This is an optimization exercise on Yosys and OpenROAD, whose aim is small area and a short achievable clock period, not a production implementation. Function was checked by simulation only, so behaviour that the tests miss may differ from the original. No activity file was given, so power comes from the tool's default toggle rates.

## matvec_alu_top
module matvec_alu_top (
    input  logic        clk,
    input  logic        rst,
    input  logic        in_valid,
    input  logic [31:0] mat_word,
    input  logic [31:0] vec_word,
    input  logic [2:0]  pattern,
    output logic        out_valid,
    output logic [25:0] res_0,
    output logic [25:0] res_1,
    output logic [25:0] res_2,
    output logic [25:0] res_3
);
For scale: roughly 180 I/O pins, roughly 16000 um^2 of cells after synthesis.
export LEC_CHECK = 0
export CAP_MARGIN = 20
export CORE_MARGIN = 2
export CORE_UTILIZATION = 40
export SETUP_SLACK_MARGIN = 1.6
export SLEW_MARGIN = 20
export SYNTH_HIERARCHICAL = 1
create_clock -name core_clock -period 5.2 [get_ports {clk}]
standard.sh (not shown) runs the stock make flow with config.mk's settings and CLKGATE_MAP_FILE= SYNTH_SCRIPT=/design/flow/synth_recipe.tcl, a recipe that flattens the netlist after the stock synthesis.
==> flow/flow/run.sh <==
#!/bin/bash
# standard layout, with plain buf_1 cells as the port buffers
set -euo pipefail
export BUFFER_PORTS_ARGS="-buffer_cell sky130_fd_sc_hd__buf_1"
bash standard.sh > standard.log 2>&1
==> next run, changes <==
- SETUP_SLACK_MARGIN: 1.6 -> 1.9
Effect: The changed run completed without violations. Synthesized cell count stays the same. Register-to-register slack improves by 110 ps. Die area stays the same. Via count went up by about 1.2%. Final cell count went up by about 0.8%. Design area went up by 2.3%. Sequential share of layout area went down by 0.18 points. Clock skew went down by 4.2 ps.

---

matvec_alu_top, a different RTL version from the one above (not shown whole).
Size: about 180 I/O pins.
clock: 5.2 ns
lec_check: 0
cap_margin: 20
core_margin: 2
core_utilization: 40
setup_slack_margin: 1.6
slew_margin: 20
run.sh (not shown) runs the stock make flow with config.mk's settings and CLKGATE_MAP_FILE= SYNTH_SCRIPT=/design/flow/synth_recipe.tcl, a recipe that flattens the netlist after the stock synthesis.
Stock flow here: none of the scripts above is used.
==> next run, changes <==
ABC_AREA = 1   (was not set)
SETUP_SLACK_MARGIN = 1.0   (was 1.6)
Outcome: Die area went up by 7.6%. Worst hold slack degrades by 3.8 ps. Sequential share of layout area is lower by 1.7 points. Global-route usage rises by 2.7 points. Maximum frequency goes up by 2.2%. Routed wire length is higher by 26%. Sequential power shrinks by about 1%. Count of clock-buffer cells in the layout goes up by 3. Clock skew fell by 13 ps.

---

== pepper ==
matvec_alu_top again, from the RTL that the note above started with.
export LEC_CHECK = 0
export CAP_MARGIN = 20
export CORE_MARGIN = 2
export CORE_UTILIZATION = 40
export SLEW_MARGIN = 20
create_clock -name core_clock -period 5.2 [get_ports {clk}]
diff inputs: pepper => zinc
# pepper
export LEC_CHECK = 0
export CAP_MARGIN = 20
export CORE_MARGIN = 2
export CORE_UTILIZATION = 40
export SLEW_MARGIN = 20
create_clock -name core_clock -period 5.2 [get_ports {clk}]
# zinc
export LEC_CHECK = 0
export CAP_MARGIN = 20
export CORE_MARGIN = 2
export CORE_UTILIZATION = 40
export SETUP_SLACK_MARGIN = 1.6
export SLEW_MARGIN = 20
create_clock -name core_clock -period 5.2 [get_ports {clk}]
==> flow/flow/run.sh (new file) <==
#!/bin/bash
# standard layout, with plain buf_1 cells as the port buffers
set -euo pipefail
export BUFFER_PORTS_ARGS="-buffer_cell sky130_fd_sc_hd__buf_1"
bash standard.sh > standard.log 2>&1
==> flow/standard.sh (new file) <==
#!/bin/bash
# synth_recipe.tcl (not shown) runs the flow's synth.tcl, then flattens the netlist and writes it again
# the make line also repeats each setting of config.mk as NAME=value (left out here)
make -C /OpenROAD-flow-scripts/flow DESIGN_CONFIG=/design/flow/config.mk WORK_HOME=/design/flow/orfs CLKGATE_MAP_FILE= SYNTH_SCRIPT=/design/flow/synth_recipe.tcl "${@:-finish}"
removed: flow/run.sh
==> results.txt <==
- zinc finished end to end and its layout was clean on timing, DRC and antenna.
- Re count of clock-buffer cells in the layout: pepper was higher than zinc.
- Looking at number of antenna diodes across zinc and pepper, the one that comes out lower is pepper.
- Going from pepper to zinc, the via count of the first global-routing pass was found to have gone up by 159.
- Delta (zinc minus pepper): core utilization dropped 1.6 points, combinational group share of total power lower.
- The standard cells in zinc occupy less silicon area than those in pepper do.
> inputs changed (zinc -> xenon)
# zinc
export LEC_CHECK = 0
export CAP_MARGIN = 20
export CORE_MARGIN = 2
export CORE_UTILIZATION = 40
export SETUP_SLACK_MARGIN = 1.6
export SLEW_MARGIN = 20
create_clock -name core_clock -period 5.2 [get_ports {clk}]
# xenon
export LEC_CHECK = 0
export CAP_MARGIN = 20
export CORE_MARGIN = 2
export CORE_UTILIZATION = 40
export SETUP_SLACK_MARGIN = 2.0
export SLEW_MARGIN = 20
create_clock -name core_clock -period 5.2 [get_ports {clk}]
==> results.txt <==
Relative to zinc, the final cell area reported for xenon is higher. xenon ends up with higher final cell count than zinc does. Summary: post-DP HPWL, xenon worse than zinc.
The inputs of onyx differ from those of xenon as listed below.
# xenon
export LEC_CHECK = 0
export CAP_MARGIN = 20
export CORE_MARGIN = 2
export CORE_UTILIZATION = 40
export SETUP_SLACK_MARGIN = 2.0
export SLEW_MARGIN = 20
create_clock -name core_clock -period 5.2 [get_ports {clk}]
# onyx
export LEC_CHECK = 0
export CAP_MARGIN = 20
export CORE_MARGIN = 2
export CORE_UTILIZATION = 40
export CTS_BUF_LIST = sky130_fd_sc_hd__clkbuf_4
export SETUP_SLACK_MARGIN = 1.6
export SLEW_MARGIN = 20
create_clock -name core_clock -period 5.2 [get_ports {clk}]
==> results.txt <==
[onyx vs xenon] global-route met1 utilization: lower in onyx. On onyx: switching part of the total power is 1.8 points higher than what xenon gave. Against xenon, onyx comes in 4 higher on worst-path maximum fanout.
Relative to onyx, the following input files were edited for juniper:
# onyx
export LEC_CHECK = 0
export CAP_MARGIN = 20
export CORE_MARGIN = 2
export CORE_UTILIZATION = 40
export CTS_BUF_LIST = sky130_fd_sc_hd__clkbuf_4
export SETUP_SLACK_MARGIN = 1.6
export SLEW_MARGIN = 20
create_clock -name core_clock -period 5.2 [get_ports {clk}]
# juniper
export LEC_CHECK = 0
export CAP_MARGIN = 20
export CORE_MARGIN = 2
export CORE_UTILIZATION = 60
export SETUP_SLACK_MARGIN = 1.6
export SLEW_MARGIN = 20
create_clock -name core_clock -period 5.2 [get_ports {clk}]
Results
Looking at portion of the clock cycle consumed by the worst path in the final layout, juniper sits 0.59 points above onyx. Looking at total power, juniper sits above onyx. The switching power total of juniper is lower than that of onyx. Changes observed in juniper relative to onyx: via total after detailed routing went down 1.9%, wire length went down about 7%, fraction of the core area covered by cells at the end of the flow went up 23 points, setup slack after placement went up 0.023 ns.

---

## cedar
RTL: one of the versions met above, not the one the previous note started from.
For scale: roughly 180 I/O pins.
==> flow/config.mk <==
export PLATFORM = sky130hd
export DESIGN_NAME = matvec_alu_top
export DESIGN_NICKNAME = matvec_alu_top
export VERILOG_FILES = /design/flow/design.v
export SDC_FILE = /design/flow/constraint.sdc
export NUM_CORES = 4
export LEC_CHECK = 0
export CAP_MARGIN = 20
export CORE_MARGIN = 2
export CORE_UTILIZATION = 50
export PLACE_DENSITY = 0.8
export SETUP_SLACK_MARGIN = 1.6
export SLEW_MARGIN = 20
export SYNTH_HIERARCHICAL = 1
==> flow/constraint.sdc <==
create_clock -name core_clock -period 5.2 [get_ports {clk}]
set_input_delay 1.0400 -clock core_clock [delete_from_list [all_inputs] [get_ports {clk}]]
set_output_delay 1.0400 -clock core_clock [all_outputs]
set_load 0.01 [all_outputs]
standard.sh (not shown) runs the stock make flow with config.mk's settings and CLKGATE_MAP_FILE= SYNTH_SCRIPT=/design/flow/synth_recipe.tcl, a recipe that flattens the netlist after the stock synthesis.
==> flow/flow/run.sh <==
#!/bin/bash
# standard layout, with plain buf_1 cells as the port buffers
set -euo pipefail
export BUFFER_PORTS_ARGS="-buffer_cell sky130_fd_sc_hd__buf_1"
bash standard.sh > standard.log 2>&1
cedar: all stages complete, timing, DRC and antenna checks passed
[inputs] sierra vs cedar
- PLACE_DENSITY removed (was 0.8)
- CORE_UTILIZATION changed from 50 to 40
- SETUP_SLACK_MARGIN changed from 1.6 to 1.3
==> results.txt <==
sierra vs. cedar: register-to-register slack went down, share of total power in sequential cells did not really move, proportion of power drawn by the clock network went up. Looking at sierra and cedar, the power density normalized to cell area is a wash. Looking at number of global-route vias before repair, sierra sits below cedar. Total power delta for sierra relative to cedar: about 0.3% higher. Critical path arrival: sierra > cedar. Taking cedar as the reference, in sierra total wire length after detailed routing shows an increase of about 3%, shortest period the worst path allows shows an increase of 160 ps, worst setup margin shows a reduction of 160 ps, final standard cell count with taps included and fillers excluded shows an increase of 5.8%.
Input-level comparison between harbor and sierra:
- setting CTS_CLUSTER_SIZE to 30 for the first time
- setting CTS_BUF_LIST to sky130_fd_sc_hd__clkbuf_4 for the first time
- changing SETUP_SLACK_MARGIN from 1.3 to 1.8
### Flow results
Compared to sierra, harbor has area of all placed cells without fillers about 1.6% higher.
Re filler-free cell count of the finished design: harbor is 84 up on sierra.
harbor: flow completed, timing, DRC and antenna clean
Taking sierra as the reference, in harbor power share of the clock group decreased by 2.8 points relative to the old numbers, layout overhead on the synthesized area increased by 1.7 points relative to the old numbers, sequential cell count closely matched the old numbers, overall fraction of global-route tracks in use increased by 0.65 points relative to the old numbers.

---

## run A
matvec_alu_top, a different RTL version from the one above (not shown whole).
Size: ~180 I/O pins.
// matvec_alu_top
module matvec_alu_top (
    input  logic        clk,
    input  logic        rst,
    input  logic        in_valid,
    input  logic [31:0] mat_word,
    input  logic [31:0] vec_word,
    input  logic [2:0]  pattern,
    output logic        out_valid,
    output logic [25:0] res_0,
    output logic [25:0] res_1,
    output logic [25:0] res_2,
    output logic [25:0] res_3
);
    logic        v1, v2;
    logic [2:0]  b1;
    always_ff @(posedge clk or negedge rst) begin
        if (!rst) begin
            v1        <= 1'b0;
            v2        <= 1'b0;
            out_valid <= 1'b0;
        end else begin
            v1        <= in_valid;
            v2        <= v1;
            out_valid <= v2;
        end
    end
    logic [31:0] m1;
    logic [3:0]  e_one [4], e_two [4], e_neg [4];
    logic [3:0]  one1 [4], two1 [4], neg1 [4];
    for (genvar gi = 0; gi < 4; gi++) begin : g_enc
        booth_enc u_enc (.x(vec_word[31-8*gi -: 8]), .one(e_one[gi]), .two(e_two[gi]), .neg(e_neg[gi]));
    end
    always_ff @(posedge clk) begin
        m1 <= mat_word;
        for (int i = 0; i < 4; i++) begin
            one1[i] <= e_one[i];
            two1[i] <= e_two[i];
            neg1[i] <= e_neg[i];
        end
        b1 <= pattern;
    end
    logic [15:0] q [4];
    logic [15:0] p [4];
    logic [3:0]  g;
    logic [3:0]  gn;
    logic [2:0]  b2;
    for (genvar gi = 0; gi < 4; gi++) begin : g_mul
        mul8s u_mul (.a(m1[31-8*gi -: 8]), .one(one1[gi]), .two(two1[gi]), .neg(neg1[gi]), .p(q[gi]));
    end
    always_ff @(posedge clk) begin
        for (int i = 0; i < 4; i++) begin
            p[i] <= q[i];
        end
        g  <= {~b1[2], ~b1[1] & ~b1[2], ~b1[1], ~b1[0]};
        gn <= {b1[2], b1[1] | b1[2], b1[1], b1[0]};
        b2 <= b1;
    end
    logic [17:0] y_n, y3;
    logic [16:0] u_n, u3;
    logic [15:0] p0_3, p3_3;
    sum4g u_y (.t0(p[1]), .t1(p[0]), .t2(p[2]), .t3(p[3]), .e(g[2:0]), .en(gn[2:0]), .y(y_n));
    sum2g u_u (.t0(p[2]), .t1(p[3]), .e(g[3]), .en(gn[3]), .y(u_n));
    logic z0n, c1y, c1u, c1p, c2u, c2p, c3p;
    logic c1un, c1pn, c2un, c2pn, c3pn;
    always_ff @(posedge clk) begin
        y3   <= y_n;
  ...
Settings: LEC_CHECK=0, CAP_MARGIN=20, CORE_MARGIN=2, CORE_UTILIZATION=40, CTS_CLUSTER_DIAMETER=120, CTS_CLUSTER_SIZE=24, GPL_ROUTABILITY_DRIVEN=0, SETUP_SLACK_MARGIN=1.9, SLEW_MARGIN=20, SYNTH_HIERARCHICAL=1; clock period 5.2 ns.
Scripts as last shown in full above: flow/flow/run.sh
Run A finished end to end and its layout was clean on timing, DRC and antenna.
The following lists how run B was set up differently from run A:
diff --git a/flow/config.mk b/flow/config.mk
--- a/flow/config.mk
+++ b/flow/config.mk
@@ -10,5 +10,3 @@
 export CORE_UTILIZATION = 40
-export CTS_CLUSTER_DIAMETER = 120
-export CTS_CLUSTER_SIZE = 24
-export GPL_ROUTABILITY_DRIVEN = 0
+export CTS_CLUSTER_SIZE = 30
 export SETUP_SLACK_MARGIN = 1.9
[summary]
STATUS routed wire length: run B loses against run A
Comparing run A and run B, the higher share of power burned in combinational logic is on run A.
Between run A and run B, the flow reports global-route wire length before repair increasing slightly.
Run B: final cell count higher than run A
Run B vs run A: global routing met2 resource utilization down
For run A, the launching element of the worst setup path was m1[7]$_DFF_P_, unlike run B, where it was m1[14]$_DFF_P_.
The worst setup slack was comparable across run A and run B.
What run C does differently from run B at the input level:
diff --git a/flow/config.mk b/flow/config.mk
--- a/flow/config.mk
+++ b/flow/config.mk
@@ -10,3 +10,2 @@
 export CORE_UTILIZATION = 40
-export CTS_CLUSTER_SIZE = 30
 export SETUP_SLACK_MARGIN = 1.9
==> comparison <==
From run C to run B, starting density of the core did not move at all. Diff run C..run B | post-synthesis instance area | unchanged. ~same met2 demand-to-capacity share in global routing in run B and run C.
### run C -> run D
diff --git a/flow/config.mk b/flow/config.mk
--- a/flow/config.mk
+++ b/flow/config.mk
@@ -10,2 +10,4 @@
 export CORE_UTILIZATION = 40
+export CTS_CLUSTER_DIAMETER = 160
+export CTS_CLUSTER_SIZE = 22
 export SETUP_SLACK_MARGIN = 1.9
==> results.txt <==
- Looking at met3 wirelength from detailed routing, run D sits 10% below run C.
- Compared with run C, run D improves total power.
- Via count normalized by instance count: run D vs run C up 0.50%
- Side by side, final critical path time including I/O delays and setup turned out lower in run D than in run C.
- Of run D and run C, it is run D that has the lower core occupancy in the finished layout.
- Going from run C to run D, the peak fanout along the critical path was found to have gone up by 1.
- First-pass GRT wire length is higher on run C
- Portion of total power attributed to combinational logic: run D vs run C up 3.7 points
The following lists how run E was set up differently from run D:
diff --git a/flow/config.mk b/flow/config.mk
--- a/flow/config.mk
+++ b/flow/config.mk
@@ -10,4 +10,4 @@
 export CORE_UTILIZATION = 40
-export CTS_CLUSTER_DIAMETER = 160
-export CTS_CLUSTER_SIZE = 22
+export CTS_CLUSTER_DIAMETER = 200
+export CTS_CLUSTER_SIZE = 20
 export SETUP_SLACK_MARGIN = 1.9
Findings:
- Relative to run D, maximum net fanout on the critical path decreased by 1 in run E.
- For the worst setup slack, run E came in 0.0057 ns higher than run D did.
- Run E against run D: register-to-register slack barely changed, first-iteration DRC count climbed 7.7%.
- Net total in the final layout: run E vs run D, no meaningful difference
- Run E vs. run D: share of the core filled with cells climbed 0.19 points, power in the clock group barely changed.
- In terms of multi-input gate share of the layout cell area, run D and run E differ only marginally.
- Compare run E and run D | total power lower: run D
Changes in run F relative to run E:
diff --git a/flow/config.mk b/flow/config.mk
--- a/flow/config.mk
+++ b/flow/config.mk
@@ -10,5 +10,5 @@
 export CORE_UTILIZATION = 40
-export CTS_CLUSTER_DIAMETER = 200
-export CTS_CLUSTER_SIZE = 20
-export SETUP_SLACK_MARGIN = 1.9
+export CTS_CLUSTER_DIAMETER = 120
+export CTS_CLUSTER_SIZE = 24
+export SETUP_SLACK_MARGIN = 2.0
 export SLEW_MARGIN = 20
==> results.txt <==
Run F vs. run E: area of combinational cells with multiple inputs now larger; post-layout minimum cycle time now smaller. Comparing run E against run F, there is no change at all in top fanout value on the critical path. | share of the clock period used by the worst path | run F vs run E | 0.35 points lower |. Run F ends up with lower sequential cell area share than run E does. The part of the total power dissipated in combinational logic was comparable across run F and run E. A destination of the critical timing path of p[3][13]$_DFF_P_ is what run E shows, while p[0][11]$_DFF_P_ belongs to run F. Between run E and run F, the global-route track usage on met1 figures differ only marginally. On wire length of the first global-routing pass, run F and run E are basically level.

port drivers added, routing unchanged:
The results above use ideal ports. As a check the final layouts listed here were re-extracted and re-timed, cells and wires unchanged.
Step 1 (the two cells are an assumption about what drives the block):
set clk [get_ports {clk}]
set_driving_cell -lib_cell sky130_fd_sc_hd__clkbuf_16 $clk
set_driving_cell -lib_cell sky130_fd_sc_hd__buf_2 [delete_from_list [all_inputs] $clk]
Step 2 also shifts input and output timing later by t, the mid clock arrival at the registers, as if the neighbouring blocks saw the same clock.
a / b / c = no drivers / after step 1 / after step 2; a / b = the first two.
run	t, ns	setup slack, ns	worst setup path after step 2	slew at the worst register clock pin (ns)	pins driven straight from the clock port
the first run of note 1	0.593	1.713 / 1.713 / 1.713	register to register	0.06 / 0.06	1
the second run of note 1	0.603	1.819 / 1.819 / 1.819	register to register	0.06 / 0.06	1
the first run of note 2	0.599	1.688 / 1.688 / 1.688	register to register	0.06 / 0.06	1
the second run of note 2	0.607	1.766 / 1.766 / 1.766	register to register	0.06 / 0.06	1
pepper	0.601	1.349 / 1.349 / 1.349	register to register	0.07 / 0.07	1
zinc	0.607	1.732 / 1.732 / 1.732	register to register	0.06 / 0.06	1
xenon	0.602	1.739 / 1.739 / 1.739	register to register	0.06 / 0.06	1
onyx	0.834	1.732 / 1.732 / 1.732	register to register	0.08 / 0.08	1
juniper	0.591	1.701 / 1.701 / 1.701	register to register	0.07 / 0.07	1
cedar	0.597	1.696 / 1.696 / 1.696	register to register	0.06 / 0.06	1
sierra	0.593	1.540 / 1.540 / 1.540	register to register	0.06 / 0.06	1
harbor	0.768	1.780 / 1.780 / 1.780	register to register	0.07 / 0.07	1
run A	0.538	1.981 / 1.980 / 1.981	register to register	0.10 / 0.10	1
run B	0.593	1.981 / 1.955 / 1.981	register to register	0.06 / 0.06	1
run C	0.593	1.981 / 1.955 / 1.981	register to register	0.06 / 0.06	1
run D	0.552	1.988 / 1.975 / 1.988	register to register	0.10 / 0.10	1
run E	0.541	1.994 / 1.994 / 1.994	register to register	0.09 / 0.09	1
run F	0.540	2.012 / 2.012 / 2.012	register to register	0.10 / 0.10	1
After both steps setup and hold are still met in every run listed.
